Source: an optimization exercise on an open RTL-to-GDS flow (aim: small area and a short achievable clock period). Production flows keep margins and buffers that such runs may drop.
No functional check of the RTL was part of this run.
Power and IR drop assume default switching activity.

--- design/flow/config.mk ---
export PLATFORM = sky130hd
export DESIGN_NAME = riscv_ex_mem_wb
export DESIGN_NICKNAME = riscv_ex_mem_wb
export VERILOG_FILES = /design/flow/design.v
export SDC_FILE = /design/flow/constraint.sdc
export NUM_CORES = 4
export LEC_CHECK = 0
export CAP_MARGIN = 20
export CORE_MARGIN = 2
export CORE_UTILIZATION = 40
export CTS_CLUSTER_DIAMETER = 80
export CTS_CLUSTER_SIZE = 26
export SETUP_SLACK_MARGIN = 3.45
export SLEW_MARGIN = 20
--- design/flow/constraint.sdc ---
create_clock -name core_clock -period 7.2 [get_ports {clk}]
set_input_delay 1.4400 -clock core_clock [delete_from_list [all_inputs] [get_ports {clk}]]
set_output_delay 1.4400 -clock core_clock [all_outputs]
set_load 0.01 [all_outputs]
--- design/flow/design.v ---
module riscv_ex_mem_wb #(
   parameter int DMEM_WORDS = 64
) (
   input  logic        clk,
   input  logic        reset,
   input  logic [31:0] PC_ID,
   input  logic [31:0] IMM_ID,
   input  logic [31:0] REG_DATA1_ID,
   input  logic [31:0] REG_DATA2_ID,
   input  logic [2:0]  FUNCT3_ID,
   input  logic [6:0]  FUNCT7_ID,
   input  logic [6:0]  OPCODE_ID,
   input  logic [4:0]  RD_ID,
   input  logic [4:0]  RS1_ID,
   input  logic [4:0]  RS2_ID,
   output logic        IF_ID_write,
   output logic        PC_write,
   output logic        PCSrc,
   output logic [31:0] PC_Branch,
   output logic        RegWrite_WB,
   output logic [31:0] ALU_DATA_WB,
   output logic [4:0]  RD_WB
);
   localparam int AW  = $clog2(DMEM_WORDS);
   localparam int LO  = (AW + 1) / 2;      
   localparam int HI  = AW - LO;           
   localparam int NLO = 1 << LO;
   localparam int NHI = 1 << HI;
   localparam logic [6:0] OP_R  = 7'b0110011;
   localparam logic [6:0] OP_I  = 7'b0010011;
   localparam logic [6:0] OP_LW = 7'b0000011;
   localparam logic [6:0] OP_SW = 7'b0100011;
   localparam logic [6:0] OP_BR = 7'b1100011;
   function automatic logic [31:0] add32(input logic [31:0] a, input logic [31:0] b,
                                         input logic cin);
      logic [31:0] x, g, p;
      int          j;
      x = a ^ b;
      g = a & b;
      p = x;
      g[0] = g[0] | (p[0] & cin);
      for (int l = 0; l < 5; l++) begin
         for (int i = 0; i < 32; i++) begin
            if (((i >> l) & 1) == 1) begin
               j    = ((i >> l) << l) - 1;
               g[i] = g[i] | (p[i] & g[j]);
               p[i] = p[i] & p[j];
            end
         end
      end
      add32 = x ^ {g[30:0], cin};
   endfunction
   logic        id_wr, id_ld, id_st, id_br, id_bne, id_imm_sel, uses_rs2;
   logic        id_add, id_sub, id_and, id_or, id_xor, id_slt, id_sll, id_srl;
   logic [31:0] id_a, id_b;
   logic        stall, load_id;
   logic        idex_wr, idex_wa, idex_ld, idex_st, idex_br, idex_bne;
   logic        idex_sub, idex_and, idex_or, idex_xor, idex_slt, idex_sh, idex_srl, idex_tgo;
   logic        idex_hz;                  
   logic        fa_ex, fa_wb, fb_ex, fb_wb, ob_ex, ob_wb;
   logic [31:0] idex_a, idex_b, idex_opb;
   logic [4:0]  idex_rd;
   logic [31:0] fwd_a, fwd_b, alu_b, alu_res, sum, sh_in, sh_out;
   logic        slt, taken;
   logic        exmem_wr, exmem_ld, exmem_st, pcsrc_q, squash;
   logic [31:0] exmem_alu, exmem_store;
   logic [NHI-1:0] rd_hi, wr_hi, wr_hi_n;
   logic [NLO-1:0] wd_lo, wd_lo_n;
   logic [DMEM_WORDS-1:0] wsel, wsel_n;  
   logic [4:0]  exmem_rd;
   logic [31:0]          dmem [DMEM_WORDS];
   logic [DMEM_WORDS-1:0] dvalid;
   logic [31:0]          load_data;
   logic                 rw_q;
   logic [31:0]          memwb_data;
   logic [4:0]           memwb_rd;
   always_comb begin
      id_wr = 1'b0; id_ld = 1'b0; id_st = 1'b0; id_br = 1'b0; id_bne = 1'b0;
      id_imm_sel = 1'b0;
      id_add = 1'b0; id_sub = 1'b0; id_and = 1'b0; id_or = 1'b0; id_xor = 1'b0;
      id_slt = 1'b0; id_sll = 1'b0; id_srl = 1'b0;
      case (OPCODE_ID)
         OP_R: begin
            id_wr = 1'b1;
            case (FUNCT3_ID)
               3'b000:  if (FUNCT7_ID == 7'b0100000) id_sub = 1'b1; else id_add = 1'b1;
               3'b111:  id_and = 1'b1;
               3'b110:  id_or  = 1'b1;
               3'b100:  id_xor = 1'b1;
               3'b010:  id_slt = 1'b1;
               3'b001:  id_sll = 1'b1;
               3'b101:  id_srl = 1'b1;
               default: id_wr  = 1'b0;
            endcase
         end
         OP_I: begin
            id_wr      = 1'b1;
            id_imm_sel = 1'b1;
            case (FUNCT3_ID)
               3'b000:  id_add = 1'b1;
               3'b111:  id_and = 1'b1;
               3'b110:  id_or  = 1'b1;
               3'b100:  id_xor = 1'b1;
               3'b010:  id_slt = 1'b1;
               default: id_wr  = 1'b0;
            endcase
         end
         OP_LW: begin
            id_imm_sel = 1'b1;
            id_add     = 1'b1;
            if (FUNCT3_ID == 3'b010) begin
               id_wr = 1'b1;
               id_ld = 1'b1;
            end
         end
         OP_SW: begin
            id_imm_sel = 1'b1;
            id_add     = 1'b1;
            id_st      = (FUNCT3_ID == 3'b010);
         end
         OP_BR: begin
            id_br  = (FUNCT3_ID == 3'b000) || (FUNCT3_ID == 3'b001);
            id_bne = FUNCT3_ID[0];
         end
         default: ;
      endcase
   end
   always_comb begin
      uses_rs2    = (OPCODE_ID == OP_R) || (OPCODE_ID == OP_SW) || (OPCODE_ID == OP_BR);
      stall       = idex_hz && ((idex_rd == RS1_ID) || (uses_rs2 && (idex_rd == RS2_ID)));
      load_id     = !(pcsrc_q || squash || stall);
      IF_ID_write = !stall;
      PC_write    = !stall;
      id_a        = (RegWrite_WB && (RD_WB == RS1_ID)) ? ALU_DATA_WB : REG_DATA1_ID;
      id_b        = (RegWrite_WB && (RD_WB == RS2_ID)) ? ALU_DATA_WB : REG_DATA2_ID;
   end
   always_ff @(posedge clk or negedge reset) begin
      if (!reset) begin
         idex_wr <= 1'b0; idex_wa <= 1'b0; idex_ld <= 1'b0; idex_st <= 1'b0;
         idex_br <= 1'b0; idex_hz <= 1'b0;
         fa_ex <= 1'b0; fa_wb <= 1'b0; fb_ex <= 1'b0; fb_wb <= 1'b0;
         ob_ex <= 1'b0; ob_wb <= 1'b0;
         exmem_wr <= 1'b0; exmem_ld <= 1'b0; exmem_st <= 1'b0;
         pcsrc_q <= 1'b0; squash <= 1'b0; rw_q <= 1'b0;
         rd_hi <= '0; wr_hi <= '0; wr_hi_n <= '1;
      end else begin
         idex_wr <= load_id && id_wr;
         idex_wa <= load_id && id_wr && !id_ld;
         idex_ld <= load_id && id_ld;
         idex_st <= load_id && id_st;
         idex_br <= load_id && id_br;
         idex_hz <= load_id && id_ld && (RD_ID != 5'd0) && !pcsrc_q &&
                    !(idex_br && taken);
         fa_ex <= (RS1_ID != 5'd0) && idex_wa && !pcsrc_q && (idex_rd == RS1_ID);
         fa_wb <= (RS1_ID != 5'd0) && exmem_wr && (exmem_rd == RS1_ID);
         fb_ex <= (RS2_ID != 5'd0) && idex_wa && !pcsrc_q && (idex_rd == RS2_ID);
         fb_wb <= (RS2_ID != 5'd0) && exmem_wr && (exmem_rd == RS2_ID);
         ob_ex <= !id_imm_sel && (RS2_ID != 5'd0) && idex_wa && !pcsrc_q && (idex_rd == RS2_ID);
         ob_wb <= !id_imm_sel && (RS2_ID != 5'd0) && exmem_wr && (exmem_rd == RS2_ID);
         exmem_wr <= idex_wr && !pcsrc_q;
         exmem_ld <= idex_ld && !pcsrc_q;
         exmem_st <= idex_st && !pcsrc_q;
         pcsrc_q  <= idex_br && !pcsrc_q && taken;
         squash   <= pcsrc_q;
         rw_q     <= exmem_wr && (exmem_rd != 5'd0);
         for (int k = 0; k < NHI; k++) begin
            rd_hi[k] <= idex_ld && !pcsrc_q && (sum[2+LO +: HI] == k[HI-1:0]);
            wr_hi[k]   <= idex_st && !pcsrc_q && (sum[2+LO +: HI] == k[HI-1:0]);
            wr_hi_n[k] <= !(idex_st && !pcsrc_q && (sum[2+LO +: HI] == k[HI-1:0]));
         end
      end
   end
   always_ff @(posedge clk) begin
      idex_bne <= id_bne;
      idex_sub <= id_sub || id_slt;
      idex_and <= id_and;
      idex_or  <= id_or;
      idex_xor <= id_xor;
      idex_slt <= id_slt;
      idex_sh  <= id_sll || id_srl;
      idex_srl <= id_srl;
      idex_a   <= id_a;
      idex_b   <= id_b;
      idex_tgo <= id_br;
      idex_opb <= id_br ? add32(PC_ID, IMM_ID, 1'b0) : id_imm_sel ? IMM_ID : id_b;
      idex_rd  <= RD_ID;
   end
   always_comb begin
      fwd_a = fa_ex ? exmem_alu : fa_wb ? ALU_DATA_WB : idex_a;
      fwd_b = fb_ex ? exmem_alu : fb_wb ? ALU_DATA_WB : idex_b;
      alu_b = ob_ex ? exmem_alu : ob_wb ? ALU_DATA_WB : idex_opb;
      sum   = add32(fwd_a, alu_b ^ {32{idex_sub}}, idex_sub);
      slt   = (fwd_a[31] ^ alu_b[31]) ? fwd_a[31] : sum[31];
      for (int i = 0; i < 32; i++) sh_in[i] = idex_srl ? fwd_a[31-i] : fwd_a[i];
      sh_out = sh_in << alu_b[4:0];
      if (idex_and)      alu_res = fwd_a & alu_b;
      else if (idex_or)  alu_res = fwd_a | alu_b;
      else if (idex_xor) alu_res = fwd_a ^ alu_b;
      else if (idex_slt) alu_res = {31'd0, slt};
      else if (idex_tgo) alu_res = idex_opb;
      else if (idex_sh)  for (int i = 0; i < 32; i++) alu_res[i] = idex_srl ? sh_out[31-i] : sh_out[i];
      else               alu_res = sum;
      taken = idex_bne ^ (fwd_a == fwd_b);
   end
   always_ff @(posedge clk) begin
      exmem_alu    <= alu_res;
      exmem_store  <= fwd_b;
      exmem_rd     <= idex_rd;
      for (int k = 0; k < NLO; k++) begin
         wd_lo[k]   <= (sum[2 +: LO] == k[LO-1:0]);
         wd_lo_n[k] <= (sum[2 +: LO] != k[LO-1:0]);
      end
   end
   assign PCSrc     = pcsrc_q;
   assign PC_Branch = exmem_alu;
   always_comb begin
      load_data = '0;
      for (int i = 0; i < DMEM_WORDS; i++)
         if (rd_hi[i/NLO] && wd_lo[i%NLO] && dvalid[i]) load_data = load_data | dmem[i];
   end
   for (genvar i = 0; i < DMEM_WORDS; i++) begin : g_word
      assign wsel[i]   = wr_hi[i/NLO] && wd_lo[i%NLO];
      assign wsel_n[i] = wr_hi_n[i/NLO] || wd_lo_n[i%NLO];
      always_ff @(posedge clk or negedge reset) begin
         if (!reset)       dvalid[i] <= 1'b0;
         else if (wsel[i]) dvalid[i] <= 1'b1;
      end
      always_ff @(posedge clk) begin
         dmem[i] <= ({32{wsel[i]}} & exmem_store) | ({32{wsel_n[i]}} & dmem[i]);
      end
   end
   always_ff @(posedge clk) begin
      memwb_data <= load_data | (exmem_ld ? 32'd0 : exmem_alu);
      memwb_rd   <= exmem_rd;
   end
   assign RegWrite_WB = rw_q;
   assign ALU_DATA_WB = memwb_data;
   assign RD_WB       = memwb_rd;
endmodule
--- design/flow/flow/run.sh ---
#!/bin/bash
# The standard layout, with two changes to how it is made:
#  - plain buffers (buf_2) on the ports instead of the delay-cell buffers buffer_ports picks
#    by default (every port still gets its own buffer);
#  - no adder-cell mapping in synthesis (ADDER_MAP_FILE empty), so ABC maps the RTL's
#    prefix adders itself. Registers are untouched by this.
set -euo pipefail
export BUFFER_PORTS_ARGS="-buffer_cell sky130_fd_sc_hd__buf_2"
export ADDER_MAP_FILE=""
bash standard.sh > standard_flow.log 2>&1
--- design/flow/standard.sh ---
#!/bin/bash
# synth_recipe.tcl (not shown) runs the flow's synth.tcl, then flattens the netlist and writes it again
# the make line also repeats each setting of config.mk as NAME=value (left out here)
make -C /OpenROAD-flow-scripts/flow DESIGN_CONFIG=/design/flow/config.mk WORK_HOME=/design/flow/orfs CLKGATE_MAP_FILE= SYNTH_SCRIPT=/design/flow/synth_recipe.tcl "${@:-finish}"
==> results.txt <==
[kinds of logic (layout without fill, tap and decap cells)]
family | count (synthesis) | count (layout)
AOI/OAI and AO/OA | 3710 | 3710
other | 0 | 70
xor gates and xnor gates | 179 | 179
DFF | 2385 | 2385
muxes | 257 | 257
buffers and inverters | 1177 | 869
adders and majority gates | 35 | 35
and+or+nand+nor | 1226 | 1226
[metrics by stage]
| step | hold WS, ns | total power, mW |
|---|---|---|
| global placement | 0.3821 | 15.74 |
| global route | 0.4109 | 24.72 |
| finish | 0.4002 | 24.38 |
| detailed placement | 0.3862 | 15.74 |
| floorplan | 0.3730 | 14.74 |
| CTS | 0.3995 | 23.99 |
[worst max-delay path, delay by kind of cell, from the launching register on]
family / cells / cell delay [ns]
AOI/OAI and AO/OA: 5 / 0.84
DFF: 1 / 0.61
and+or+nand+nor: 3 / 0.62
buffers and inverters: 3 / 0.51
muxes: 2 / 0.54
xor gates and xnor gates: 1 / 0.12
adders and majority gates: 2 / 0.74
[power breakdown]
part / switching, mW / internal (mW) / leakage, nW
Clock: 4.97 / 3.55 / 1.91
Sequential: 0.479 / 13.4 / 19.9
Combinational: 1.30 / 0.711 / 18.3
Total: 6.75 / 17.6 / 40.0
[flip-flops by register name (all words and copies together) (netlist names), 5 cells and up]
register	flops
rd_hi	8
exmem_store	32
exmem_alu	32
wd_lo	8
idex_b	32
idex_rd	5
exmem_rd	5
dvalid	64
idex_opb	32
wr_hi	8
wd_lo_n	8
wr_hi_n	8
memwb_rd	5
dmem	2048
idex_a	32
memwb_data	32
[how the worst max path moves through the flow]
stage	startpoint	to	cells after the start
after global placement	fa_wb	exmem_alu[22]	13
after floorplan	IMM_ID[11]	idex_opb[31]	12
after global routing	ob_wb	exmem_alu[25]	16
final	ob_wb	exmem_alu[25]	16
after detailed placement	fa_wb	exmem_alu[22]	13
after CTS	ob_wb	exmem_alu[27]	16
[synth_stat cells, drive strengths merged (14+ instances only)]
library cell  instances
a211oi               34
a22o               2296
maj3                 35
buf                 117
nor4                 44
nand2b               14
mux4                 31
nor3                 35
clkbuf             1021
or2                 154
and2                 84
o21ai               196
mux2                 90
dfxtp              2280
a22oi               475
mux2i               136
a31oi                20
o211ai               18
nand4               189
and3                 69
inv                  37
dfrtp                97
xor2                 38
nand3                99
a21oi               206
nor2b                45
nor2                224
nand2               242
a222oi               33
o21a                 46
a221oi              255
a211o                24
xnor2               141
[cell type report]
cell class                 instances  area [um^2]  share of cell area
timing repair buffer             651         5046             0.04785
inverter                          39        153.9            0.001459
multi-input combinational       5407        43840              0.4157
sequential                      2385        48360              0.4586
tap                             3150         3941             0.03738
clock buffer                     131         3146             0.02983
antenna                           70        175.2            0.001661
clock inverter                    48        785.8            0.007451
[timing repair]
item | CTS | global route
cloned | 5 | 7
buffers inserted | 72 | 45
pin swaps | 74 | 97
hold endpoints to repair | 0 | 0
setup endpoints to repair | 90 | 78
resized for setup | 285 | 165
[routing by layer]
metal	vias to the layer above	GRT usage	share of wire
met5	-	0.02976	0.0021
met1	46015	0.5266	0.34
met2	10782	0.6001	0.38
met4	76	0.3726	0.11
li1	33770	-	-
met3	3494	0.2416	0.18
==> results.toml <==
[die]
die_x_um = 490.1
coreArea_mm2 = 0.2352
die_area_mm2 = 0.2402
die_y_um = 490.1
std_cell_rows = 178
start_util = 0.4019
io_pins = 235

[cts]
htreeDepth = 3
clk_pin_slew_ns = 0.10
cts_buffers = 117
cts-root-buf = "clkbuf_16"
clkSinkCount = 2385
cts_tree = "built"
insertion_delay_ns = 0.92
cts.path.max_buffers = 3
cts_hold_buf = 0

[placement]
placed_cells = 11499
preCtsSetupSlack_ns = 1.811
routabilityCongestion = 0.9712
io_buffers = 234
dpl_cell_area_mm2 = 0.09812
dp_hpwl_um = 319100

[worst_setup_path]
crit_slowest_cell = "dfrtp_4"
crit_path_frequent_cell = "maj3_2"
worst-path-max-fanout = 8
path_cells = "buf_12 > buf_16 > mux2_4 > mux2i_4 > xnor2_2 > nor2_1 > o21ai_1 > maj3_2 > o21bai_1 > maj3_2 > buf_4 > or2_4 > o21ai_0 > a211oi_2 > nor3_1 > a211oi_1"
max_stage_delay_ns = 0.61
required_ns = 7.97
r2r_cells = 16
worstPathArrival_ns = 4.88
timing.rr.start = "ob_wb"
r2r-end = "exmem_alu[25]"
path_class = "reg2reg"
start_kind = "flip-flop"
r2r_setup_slack_ns = 3.10
endpoint_kind = "flip-flop"

[timing]
finalCriticalPeriod_ns = 4.102
worst_slack_ns = 3.098
tightest_slew_ns = 1.392
tns_ns = 0
finalMaxSlewViolations = 0
fin_skew_ns = 0.07624
fin_crit_sh = 0.5697
slew_headroom = 0.07216
finalHoldViolCount = 0
max_freq_mhz = 243.8
grt_setup_unrepaired = "yes"
setup_violations = 0

[job]
cap_viol_max_count = 0

[routing]
drc = 0
via_count = 94137
wire_per_inst_um = 48.42
drt_wl_total_um = 575200
detail_route.iter0.violations = 19238
vias_per_cell = 7.923
firstDrtPassIters = 12
antenna_left = 0

[finish]
final_common_cell = "a22o_1"
instances_no_fill = 11881
postLayoutCellArea_mm2 = 0.1055
nets = 8763
final_cell_mix = "2296 x a22o_1, 2237 x dfxtp_1, 475 x a22oi_1"
drive_above_1_share = 0.1838
finalCoreUtilization = 0.4484
syn_to_final_growth_pct = 11.57
fillers = 21970

[logic_synthesis]
synth_top_area_cell = "dfxtp_1"
yosys_warnings = 2
synth-simple-area-share = 0.06734
syn_area_mm2 = 0.09452
synth-seq-area-share = 0.5108
synth-main-ff-cell = "dfxtp_1"
synth-compound-area-share = 0.3210
synthAdderAreaFrac = 0.003733
synth_top_area_frac = 0.4829
netlist_top_cells_area = "dfxtp_1 48%, a22o_1 21%, clkbuf_1 4.1%"
syn_inst = 8969
synth_top_family_by_area = "compound AO/OA/AOI/OAI gates"
yosys.area_share.xor_xnor = 0.01659
ys_seq_elements = 2385
async_flop_share = 0.04403
synth.mux.area_fraction = 0.03294
synth_nets = 9131
synth_edf_count = 0
ys_types = 85
synth_area_per_cell_um2 = 10.54

[hold_path]
min_from = "idex_rd[3]"
hold_depth = 0
hp-class = "reg2reg"
hold_path_end = "exmem_rd[3]"

[status]
status = "complete, no violations"

[global_routing]
grt_pass1_wl_um = 750500
grt_max_degree = 71
grt_overflow = 0
grt_use_total = 0.4516
antenna_found_initial = 84
grt_pass1_vias = 83514

[power]
ir_worst_vdd_mv = 0.2403
leakagePower_nw = 40.03
pwr_density_cell_mw_per_mm2 = 231.2

==> what the ideal ports hide <==
How much do the figures lean on ideal ports? The routed layout below was timed once more, with nothing changed but the port constraints.
Step 1, drivers: a clkbuf_16 drives clk and a buf_2 each remaining input, both assumed.
Step 2 also shifts input and output timing later by t, the mid clock arrival at the registers, as if the neighbouring blocks saw the same clock.
Slacks: no drivers / after step 1 / after step 2; pairs: no drivers / after step 1.
shift t [ns]: 0.995
setup WS [ns]: 3.098 / 3.098 / 2.624
hold slack, ns: 0.400 / 0.400 / 0.400
latest minus earliest clock arrival (ns): 0.078 / 0.078
worst register clock-pin slew, ns: 0.12 / 0.12
After both steps this run still meets setup and hold. For this run, drivers alone change the setup slack by 0.000 ns; drivers and shift together by -0.474 ns.
